This is an optimization exercise on Yosys and OpenROAD, whose aim is small area and a short achievable clock period, not a production implementation. RTL that was checked went through simulation tests only; none was proved equivalent to the original. Power figures rest on the tool's default switching activity, not on a simulated workload.

==> run D: inputs <==
==> flow/design.v (excerpt) <==
module dual_mem_controller (
    input  logic        CLK,
    input  logic        nRST,
    input  logic        imem0_ren,
    input  logic [12:0] imem0_addr,
    input  logic        imem1_ren,
    input  logic [12:0] imem1_addr,
    input  logic        dmem0_rd_valid,
    input  logic [12:0] dmem0_rd_addr,
    input  logic        dmem1_rd_valid,
    input  logic [12:0] dmem1_rd_addr,
    input  logic        dmem0_wr_valid,
    input  logic [12:0] dmem0_wr_addr,
    input  logic [63:0] dmem0_wr_data,
    input  logic        dmem1_wr_valid,
    input  logic [12:0] dmem1_wr_addr,
    input  logic [63:0] dmem1_wr_data,
    input  logic        dcache0_flushed,
    input  logic        dcache1_flushed,
    input  logic [1:0]  ram_state,
    input  logic [31:0] ram_load,
    output logic        imem0_hit,
    output logic [63:0] imem0_load,
    output logic        imem1_hit,
    output logic [63:0] imem1_load,
    output logic        dmem0_rd_resp_valid,
    output logic [63:0] dmem0_rd_resp_data,
    output logic        dmem1_rd_resp_valid,
    output logic [63:0] dmem1_rd_resp_data,
    output logic        slow_down,
    output logic        flushed,
    output logic        ram_ren,
    output logic        ram_wen,
    output logic [13:0] ram_addr,
    output logic [31:0] ram_store
);
Settings: LEC_CHECK=0, CAP_MARGIN=20, CORE_MARGIN=2, CORE_UTILIZATION=40, SETUP_SLACK_MARGIN=2.5, SLEW_MARGIN=20; clock period 5.8 ns.
standard.sh (not shown) runs the stock make flow with config.mk's settings and CLKGATE_MAP_FILE= SYNTH_SCRIPT=/design/flow/synth_recipe.tcl, a recipe that flattens the netlist after the stock synthesis.
==> flow/flow/run.sh <==
#!/bin/bash
set -euo pipefail
export BUFFER_PORTS_ARGS="-buffer_cell sky130_fd_sc_hd__buf_1"
bash standard.sh finish > make_finish.log 2>&1
==> run B (differences from run D) <==
--- a/flow/config.mk
+++ b/flow/config.mk
@@ -7,6 +7,8 @@
 export LEC_CHECK = 0
 export CAP_MARGIN = 20
 export CORE_MARGIN = 2
-export CORE_UTILIZATION = 40
+export CORE_UTILIZATION = 60
+export CTS_BUF_LIST = sky130_fd_sc_hd__clkbuf_4 sky130_fd_sc_hd__clkbuf_8
+export PLACE_DENSITY = 0.72
 export SETUP_SLACK_MARGIN = 2.5
 export SLEW_MARGIN = 20
==> comparison table <==
item                                                           run B                  run D
Sequential portion of the cell area                           0.3765                 0.3691
Via-to-Cell Ratio                                              6.751                  6.057
Layout Skew                                               0.04301 ns             0.03360 ns
Worst setup path class                                  flop to flop  primary input to flop
Die W                                                       231.9 um               283.1 um
Combinational power                                          3620 uW                3470 uW
Net Switching                                                5294 uW                5244 uW
Layout clock buffer count                                        186                    109
Area of combinational cells with multiple inputs          15480 um^2             15530 um^2
Worst reg-to-reg path cell count                                  10                     12
Portion of total power attributed to sequential cells          0.462                  0.450
Count of cell instances traversed by the critical path            10                     11
Setup slack at placement                                    1.592 ns               1.602 ns
Area occupied by registers                                13160 um^2             13170 um^2
DRT Pass-1 Iters                                                   7                      6
Outcome                             no timing/DRC/antenna violations  no timing/DRC/antenna violations
Clk pwr share                                                  0.293                  0.321
Post-route clock period utilization                           0.5903                 0.6033
Die height                                                  231.9 um               283.1 um
Achievable frequency                                       292.1 MHz              285.8 MHz
Share of post-route cells with drive strength above 1         0.1115                0.09430
Power attributed to the clock group                          4310 uW                4840 uW
Non-filler cells in the finished layout                         4774                   5068
GRT met1 Usage                                                0.5815                 0.4443
Fillers                                                         4320                   7755
Min setup slack post-route                                  2.376 ns               2.301 ns
Total chip power                                            14740 uW               15100 uW
No functional check of the RTL was part of any run of this note.

==> inputs of trial 59 <==
dual_mem_controller, a different RTL version from the one above (not shown whole).
clock: 5.8 ns
lec_check: 0
cap_margin: 20
core_margin: 2
core_utilization: 60
cts_buf_list: sky130_fd_sc_hd__clkbuf_8
cts_cluster_diameter: 50
cts_cluster_size: 16
place_density: 0.72
setup_slack_margin: 3.1
slew_margin: 20
Scripts as last shown in full above: flow/flow/run.sh
==> trial 89: changes against trial 59 <==
--- a/flow/design.v
+++ b/flow/design.v
@@ -8,57 +8,71 @@
     input  logic [BLOCK_ADDR_W-1:0] req0_addr,
     input  logic                    req1_valid,
     input  logic [BLOCK_ADDR_W-1:0] req1_addr,
     input  logic                    rd_deq,
     output logic                    rd_head_valid,
     output logic [BLOCK_ADDR_W-1:0] rd_head_addr,
     output logic                    rd_head_port
 );
-    logic [DEPTH-1:0][BLOCK_ADDR_W-1:0] q_addr;
-    logic [DEPTH-1:0]        q_port;
-    logic [DEPTH-1:0]        valid;
-    logic [DEPTH-1:0]        valid_s;
-    logic [DEPTH-1:0]        free1, free2;
-    logic [DEPTH-1:0]        take0, take1, hold, shift;
-    assign rd_head_valid = valid[0];
-    assign rd_head_addr  = q_addr[0];
-    assign rd_head_port  = q_port[0];
-    for (genvar i = 0; i < DEPTH; i++) begin : g_free
-        if (i + 1 < DEPTH) begin : g_mid
-            assign valid_s[i] = rd_deq ? valid[i+1] : valid[i];
-        end else begin : g_last
-            assign valid_s[i] = rd_deq ? 1'b0 : valid[i];
-        end
-        if (i == 0) begin : g_first
-            assign free1[i] = ~valid_s[i];
-            assign free2[i] = 1'b0;
-        end else begin : g_rest
-            assign free1[i] = ~valid_s[i] & valid_s[i-1];
-            assign free2[i] = ~valid_s[i] & free1[i-1];
-        end
-    end
-    assign take0 = req0_valid ? free1 : '0;
-    assign take1 = req1_valid ? (req0_valid ? free2 : free1) : '0;
-    assign shift = rd_deq ? ~(take0 | take1) : '0;
-    assign hold  = rd_deq ? '0 : ~(take0 | take1);
+    logic [BLOCK_ADDR_W-1:0] q_addr [DEPTH];
+    logic                    q_port [DEPTH];
+    logic [DEPTH-1:0] head;
+    logic [DEPTH-1:0] tail;
+    logic [DEPTH-1:0] valid;
+    logic [DEPTH-1:0] take0, take1, keep;
+    assign rd_head_valid = |valid;
+    assign take0 = req0_valid ? tail : '0;
+    assign take1 = (req1_valid ? (req0_valid ? {tail[DEPTH-2:0], tail[DEPTH-1]} : tail) : '0);
+    assign keep  = ~(take0 | take1);
+    logic [DEPTH-1:0]        head_n;
+    logic [DEPTH-1:0]        head_r1;
+    logic [BLOCK_ADDR_W-1:0] qn_addr [DEPTH];
+    logic [DEPTH-1:0]        qn_port;
+    logic [BLOCK_ADDR_W-1:0] hs_acc [DEPTH+1];
+    logic [BLOCK_ADDR_W-1:0] ha_acc [DEPTH+1];
+    logic [DEPTH:0]          ps_acc;
+    logic [DEPTH:0]          pa_acc;
+    assign head_r1   = {head[DEPTH-2:0], head[DEPTH-1]};
+    assign head_n    = rd_deq ? head_r1 : head;
+    assign hs_acc[0] = '0;
+    assign ha_acc[0] = '0;
+    assign ps_acc[0] = 1'b0;
+    assign pa_acc[0] = 1'b0;
+    for (genvar i = 0; i < DEPTH; i++) begin : g_hd
+        assign qn_addr[i]  = ({BLOCK_ADDR_W{keep[i]}}  & q_addr[i]) |
+                             ({BLOCK_ADDR_W{take0[i]}} & req0_addr) |
+                             ({BLOCK_ADDR_W{take1[i]}} & req1_addr);
+        assign qn_port[i]  = (keep[i] & q_port[i]) | take1[i];
+        assign hs_acc[i+1] = hs_acc[i] | ({BLOCK_ADDR_W{head[i]}}    & qn_addr[i]);
+        assign ha_acc[i+1] = ha_acc[i] | ({BLOCK_ADDR_W{head_r1[i]}} & qn_addr[i]);
+        assign ps_acc[i+1] = ps_acc[i] | (head[i]    & qn_port[i]);
+        assign pa_acc[i+1] = pa_acc[i] | (head_r1[i] & qn_port[i]);
+    end
     always_ff @(posedge CLK) begin
         for (int i = 0; i < DEPTH; i++) begin
-            q_addr[i] <= ({BLOCK_ADDR_W{hold[i]}}  & q_addr[i]) |
-                         ({BLOCK_ADDR_W{shift[i]}} & q_addr[(i+1)%DEPTH]) |
-                         ({BLOCK_ADDR_W{take0[i]}} & req0_addr) |
-                         ({BLOCK_ADDR_W{take1[i]}} & req1_addr);
-            q_port[i] <= (hold[i] & q_port[i]) | (shift[i] & q_port[(i+1)%DEPTH]) | take1[i];
+            q_addr[i] <= qn_addr[i];
+            q_port[i] <= qn_port[i];
         end
+        rd_head_addr <= rd_deq ? ha_acc[DEPTH] : hs_acc[DEPTH];
+        rd_head_port <= rd_deq ? pa_acc[DEPTH] : ps_acc[DEPTH];
     end
     always_ff @(posedge CLK or negedge nRST) begin
         if (!nRST) begin
+            head  <= DEPTH'(1);
+            tail  <= DEPTH'(1);
             valid <= '0;
         end else begin
-            valid <= valid_s | take0 | take1;
+            if (req0_valid & req1_valid) begin
+                tail <= {tail[DEPTH-3:0], tail[DEPTH-1:DEPTH-2]};
+            end else if (req0_valid | req1_valid) begin
+                tail <= {tail[DEPTH-2:0], tail[DEPTH-1]};
+            end
+            head  <= head_n;
+            valid <= (valid & ~(rd_deq ? head : '0)) | take0 | take1;
         end
     end
 endmodule
 module dmem_write_queue #(
     parameter int BLOCK_ADDR_W = 13,
     parameter int DATA_W       = 64,
     parameter int DEPTH        = 6
 ) (
@@ -75,18 +89,18 @@
     input  logic [BLOCK_ADDR_W-1:0] rd_addr,
     output logic [BLOCK_ADDR_W-1:0] wr_head_addr,
     output logic                    wr_empty,
     output logic                    slow_down,
     output logic                    fwd_take,
     output logic                    fwd_take_n,
     output logic [DATA_W-1:0]       data_out
 );
-    logic [DEPTH-1:0][BLOCK_ADDR_W-1:0] q_addr;
-    logic [DEPTH-1:0][DATA_W-1:0]       q_data;
+    logic [BLOCK_ADDR_W-1:0] q_addr [DEPTH];
+    logic [DATA_W-1:0]       q_data [DEPTH];
     logic [DEPTH-1:0] head;
     logic [DEPTH-1:0] tail;
     logic [DEPTH-1:0] valid;
     logic [DEPTH-1:0] sel;
     logic [DEPTH-1:0] head_n;
     logic [DEPTH-1:0] tail_n;
     logic [DEPTH-1:0] valid_n;
     logic [DEPTH-1:0] wen;
@@ -99,18 +113,18 @@
     logic             slow_down_n;
     assign wr_empty = ~|valid;
     assign wen   = ((req0_valid | req1_valid) ? tail : '0) |
                    ((req0_valid & req1_valid) ? {tail[DEPTH-2:0], tail[DEPTH-1]} : '0);
     assign take0 = (req0_valid ? tail : '0);
     assign take1 = wen & ~take0;
     assign keep  = ~wen;
     logic                    tail_even;
-    logic [1:0][BLOCK_ADDR_W-1:0] in_addr;
-    logic [1:0][DATA_W-1:0]       in_data;
+    logic [BLOCK_ADDR_W-1:0] in_addr [2];
+    logic [DATA_W-1:0]       in_data [2];
     always_comb begin
         tail_even = 1'b0;
         for (int i = 0; i < DEPTH; i += 2) begin
             tail_even = tail_even | tail[i];
         end
     end
     assign in_addr[0] = (tail_even & req0_valid)  ? req0_addr : req1_addr;
     assign in_data[0] = (tail_even & req0_valid)  ? req0_data : req1_data;
@@ -179,18 +193,18 @@
             head      <= head_n;
             tail      <= tail_n;
             sel       <= rd_deq ? youngest_n : head_n;
             valid     <= valid_n;
             slow_down <= slow_down_n;
             fwd_take  <= fwd_take_n;
         end
     end
-    logic [DEPTH:0][DATA_W-1:0]       data_acc;
-    logic [DEPTH:0][BLOCK_ADDR_W-1:0] addr_acc;
+    logic [DATA_W-1:0]       data_acc [DEPTH+1];
+    logic [BLOCK_ADDR_W-1:0] addr_acc [DEPTH+1];
     assign data_acc[0] = '0;
     assign addr_acc[0] = '0;
     for (genvar i = 0; i < DEPTH; i++) begin : g_out
         assign data_acc[i+1] = data_acc[i] | ({DATA_W{sel[i]}} & q_data[i]);
         assign addr_acc[i+1] = addr_acc[i] | ({BLOCK_ADDR_W{head[i]}} & q_addr[i]);
     end
     assign data_out     = data_acc[DEPTH];
     assign wr_head_addr = addr_acc[DEPTH];
Settings changed: CAP_MARGIN 20 to 5, SETUP_SLACK_MARGIN 3.1 to 2.7, SLEW_MARGIN 20 to 5.
==> build 65: changes against trial 59 <==
--- a/flow/design.v
+++ b/flow/design.v
@@ -8,57 +8,71 @@
     input  logic [BLOCK_ADDR_W-1:0] req0_addr,
     input  logic                    req1_valid,
     input  logic [BLOCK_ADDR_W-1:0] req1_addr,
     input  logic                    rd_deq,
     output logic                    rd_head_valid,
     output logic [BLOCK_ADDR_W-1:0] rd_head_addr,
     output logic                    rd_head_port
 );
-    logic [DEPTH-1:0][BLOCK_ADDR_W-1:0] q_addr;
-    logic [DEPTH-1:0]        q_port;
-    logic [DEPTH-1:0]        valid;
-    logic [DEPTH-1:0]        valid_s;
-    logic [DEPTH-1:0]        free1, free2;
-    logic [DEPTH-1:0]        take0, take1, hold, shift;
-    assign rd_head_valid = valid[0];
-    assign rd_head_addr  = q_addr[0];
-    assign rd_head_port  = q_port[0];
-    for (genvar i = 0; i < DEPTH; i++) begin : g_free
-        if (i + 1 < DEPTH) begin : g_mid
-            assign valid_s[i] = rd_deq ? valid[i+1] : valid[i];
-        end else begin : g_last
-            assign valid_s[i] = rd_deq ? 1'b0 : valid[i];
-        end
-        if (i == 0) begin : g_first
-            assign free1[i] = ~valid_s[i];
-            assign free2[i] = 1'b0;
-        end else begin : g_rest
-            assign free1[i] = ~valid_s[i] & valid_s[i-1];
-            assign free2[i] = ~valid_s[i] & free1[i-1];
-        end
-    end
-    assign take0 = req0_valid ? free1 : '0;
-    assign take1 = req1_valid ? (req0_valid ? free2 : free1) : '0;
-    assign shift = rd_deq ? ~(take0 | take1) : '0;
-    assign hold  = rd_deq ? '0 : ~(take0 | take1);
+    logic [BLOCK_ADDR_W-1:0] q_addr [DEPTH];
+    logic                    q_port [DEPTH];
+    logic [DEPTH-1:0] head;
+    logic [DEPTH-1:0] tail;
+    logic [DEPTH-1:0] valid;
+    logic [DEPTH-1:0] take0, take1, keep;
+    assign rd_head_valid = |valid;
+    assign take0 = req0_valid ? tail : '0;
+    assign take1 = (req1_valid ? (req0_valid ? {tail[DEPTH-2:0], tail[DEPTH-1]} : tail) : '0);
+    assign keep  = ~(take0 | take1);
+    logic [DEPTH-1:0]        head_n;
+    logic [DEPTH-1:0]        head_r1;
+    logic [BLOCK_ADDR_W-1:0] qn_addr [DEPTH];
+    logic [DEPTH-1:0]        qn_port;
+    logic [BLOCK_ADDR_W-1:0] hs_acc [DEPTH+1];
+    logic [BLOCK_ADDR_W-1:0] ha_acc [DEPTH+1];
+    logic [DEPTH:0]          ps_acc;
+    logic [DEPTH:0]          pa_acc;
+    assign head_r1   = {head[DEPTH-2:0], head[DEPTH-1]};
+    assign head_n    = rd_deq ? head_r1 : head;
+    assign hs_acc[0] = '0;
+    assign ha_acc[0] = '0;
+    assign ps_acc[0] = 1'b0;
+    assign pa_acc[0] = 1'b0;
+    for (genvar i = 0; i < DEPTH; i++) begin : g_hd
+        assign qn_addr[i]  = ({BLOCK_ADDR_W{keep[i]}}  & q_addr[i]) |
+                             ({BLOCK_ADDR_W{take0[i]}} & req0_addr) |
+                             ({BLOCK_ADDR_W{take1[i]}} & req1_addr);
+        assign qn_port[i]  = (keep[i] & q_port[i]) | take1[i];
+        assign hs_acc[i+1] = hs_acc[i] | ({BLOCK_ADDR_W{head[i]}}    & qn_addr[i]);
+        assign ha_acc[i+1] = ha_acc[i] | ({BLOCK_ADDR_W{head_r1[i]}} & qn_addr[i]);
+        assign ps_acc[i+1] = ps_acc[i] | (head[i]    & qn_port[i]);
+        assign pa_acc[i+1] = pa_acc[i] | (head_r1[i] & qn_port[i]);
+    end
     always_ff @(posedge CLK) begin
         for (int i = 0; i < DEPTH; i++) begin
-            q_addr[i] <= ({BLOCK_ADDR_W{hold[i]}}  & q_addr[i]) |
-                         ({BLOCK_ADDR_W{shift[i]}} & q_addr[(i+1)%DEPTH]) |
-                         ({BLOCK_ADDR_W{take0[i]}} & req0_addr) |
-                         ({BLOCK_ADDR_W{take1[i]}} & req1_addr);
-            q_port[i] <= (hold[i] & q_port[i]) | (shift[i] & q_port[(i+1)%DEPTH]) | take1[i];
+            q_addr[i] <= qn_addr[i];
+            q_port[i] <= qn_port[i];
         end
+        rd_head_addr <= rd_deq ? ha_acc[DEPTH] : hs_acc[DEPTH];
+        rd_head_port <= rd_deq ? pa_acc[DEPTH] : ps_acc[DEPTH];
     end
     always_ff @(posedge CLK or negedge nRST) begin
         if (!nRST) begin
+            head  <= DEPTH'(1);
+            tail  <= DEPTH'(1);
             valid <= '0;
         end else begin
-            valid <= valid_s | take0 | take1;
+            if (req0_valid & req1_valid) begin
+                tail <= {tail[DEPTH-3:0], tail[DEPTH-1:DEPTH-2]};
+            end else if (req0_valid | req1_valid) begin
+                tail <= {tail[DEPTH-2:0], tail[DEPTH-1]};
+            end
+            head  <= head_n;
+            valid <= (valid & ~(rd_deq ? head : '0)) | take0 | take1;
         end
     end
 endmodule
 module dmem_write_queue #(
     parameter int BLOCK_ADDR_W = 13,
     parameter int DATA_W       = 64,
     parameter int DEPTH        = 6
 ) (
@@ -75,18 +89,18 @@
     input  logic [BLOCK_ADDR_W-1:0] rd_addr,
     output logic [BLOCK_ADDR_W-1:0] wr_head_addr,
     output logic                    wr_empty,
     output logic                    slow_down,
     output logic                    fwd_take,
     output logic                    fwd_take_n,
     output logic [DATA_W-1:0]       data_out
 );
-    logic [DEPTH-1:0][BLOCK_ADDR_W-1:0] q_addr;
-    logic [DEPTH-1:0][DATA_W-1:0]       q_data;
+    logic [BLOCK_ADDR_W-1:0] q_addr [DEPTH];
+    logic [DATA_W-1:0]       q_data [DEPTH];
     logic [DEPTH-1:0] head;
     logic [DEPTH-1:0] tail;
     logic [DEPTH-1:0] valid;
     logic [DEPTH-1:0] sel;
     logic [DEPTH-1:0] head_n;
     logic [DEPTH-1:0] tail_n;
     logic [DEPTH-1:0] valid_n;
     logic [DEPTH-1:0] wen;
@@ -99,18 +113,18 @@
     logic             slow_down_n;
     assign wr_empty = ~|valid;
     assign wen   = ((req0_valid | req1_valid) ? tail : '0) |
                    ((req0_valid & req1_valid) ? {tail[DEPTH-2:0], tail[DEPTH-1]} : '0);
     assign take0 = (req0_valid ? tail : '0);
     assign take1 = wen & ~take0;
     assign keep  = ~wen;
     logic                    tail_even;
-    logic [1:0][BLOCK_ADDR_W-1:0] in_addr;
-    logic [1:0][DATA_W-1:0]       in_data;
+    logic [BLOCK_ADDR_W-1:0] in_addr [2];
+    logic [DATA_W-1:0]       in_data [2];
     always_comb begin
         tail_even = 1'b0;
         for (int i = 0; i < DEPTH; i += 2) begin
             tail_even = tail_even | tail[i];
         end
     end
     assign in_addr[0] = (tail_even & req0_valid)  ? req0_addr : req1_addr;
     assign in_data[0] = (tail_even & req0_valid)  ? req0_data : req1_data;
@@ -179,18 +193,18 @@
             head      <= head_n;
             tail      <= tail_n;
             sel       <= rd_deq ? youngest_n : head_n;
             valid     <= valid_n;
             slow_down <= slow_down_n;
             fwd_take  <= fwd_take_n;
         end
     end
-    logic [DEPTH:0][DATA_W-1:0]       data_acc;
-    logic [DEPTH:0][BLOCK_ADDR_W-1:0] addr_acc;
+    logic [DATA_W-1:0]       data_acc [DEPTH+1];
+    logic [BLOCK_ADDR_W-1:0] addr_acc [DEPTH+1];
     assign data_acc[0] = '0;
     assign addr_acc[0] = '0;
     for (genvar i = 0; i < DEPTH; i++) begin : g_out
         assign data_acc[i+1] = data_acc[i] | ({DATA_W{sel[i]}} & q_data[i]);
         assign addr_acc[i+1] = addr_acc[i] | ({BLOCK_ADDR_W{head[i]}} & q_addr[i]);
     end
     assign data_out     = data_acc[DEPTH];
     assign wr_head_addr = addr_acc[DEPTH];
Settings changed: CTS_BUF_LIST sky130_fd_sc_hd__clkbuf_8 to sky130_fd_sc_hd__clkbuf_4 sky130_fd_sc_hd__clkbuf_8, CTS_CLUSTER_DIAMETER 50 to default, CTS_CLUSTER_SIZE 16 to default, SETUP_SLACK_MARGIN 3.1 to 2.8.
==> trial 53: changes against trial 59 <==
Settings changed: CORE_UTILIZATION 60 to 65, PLACE_DENSITY 0.72 to 0.75, SETUP_SLACK_MARGIN 3.1 to 2.7.
==> run notes <==
Utilization, lowest first: trial 89, trial 59, build 65, trial 53. In synthesized cell count, trial 53 and trial 59 do not differ. Clock skew: trial 59 > trial 89 > trial 53 > build 65. Of trial 53 and build 65, build 65 has the higher sequential power (gap about 13%, measured against build 65). Against trial 89, the sequential share of layout area of trial 59 is lower by 1.0 points. Die area is the same in build 65 and trial 89.

-- what the ideal ports hide --
In the flow no input, the clock included, has a driving cell. The finished layouts below were timed again as built, in two steps. Step 1: set_driving_cell puts a clkbuf_16 on CLK and a buf_2 on each other input, an assumption about the parent block. Step 2 times the ports against the registers' clock, not the clock port: input delays grow and output delays shrink by t, the midpoint of the rising clock arrivals with the driver on. Slacks: ideal ports / drivers / drivers and shift; pairs: ideal ports / drivers.
run | shift t [ns] | setup WS [ns] | worst slew at a driven data input, ns | pins driven straight from the clock port
run D | 0.688 | 2.301 / 2.332 / 1.645 | 0.16 | 1
run B | 0.780 | 2.376 / 2.376 / 1.650 | 0.16 | 1
trial 59 | 0.752 | 2.538 / 2.507 / 2.430 | 0.13 | 1
trial 89 | 0.758 | 2.638 / 2.597 / 2.133 | 0.12 | 1
build 65 | 0.758 | 2.626 / 2.584 / 2.185 | 0.11 | 1
trial 53 | 0.730 | 2.341 / 2.258 / 2.060 | 0.14 | 1
After both steps setup and hold are still met in every run listed. For run B, which loses most, drivers alone change the setup slack by 0.000 ns; drivers and shift together by -0.726 ns.
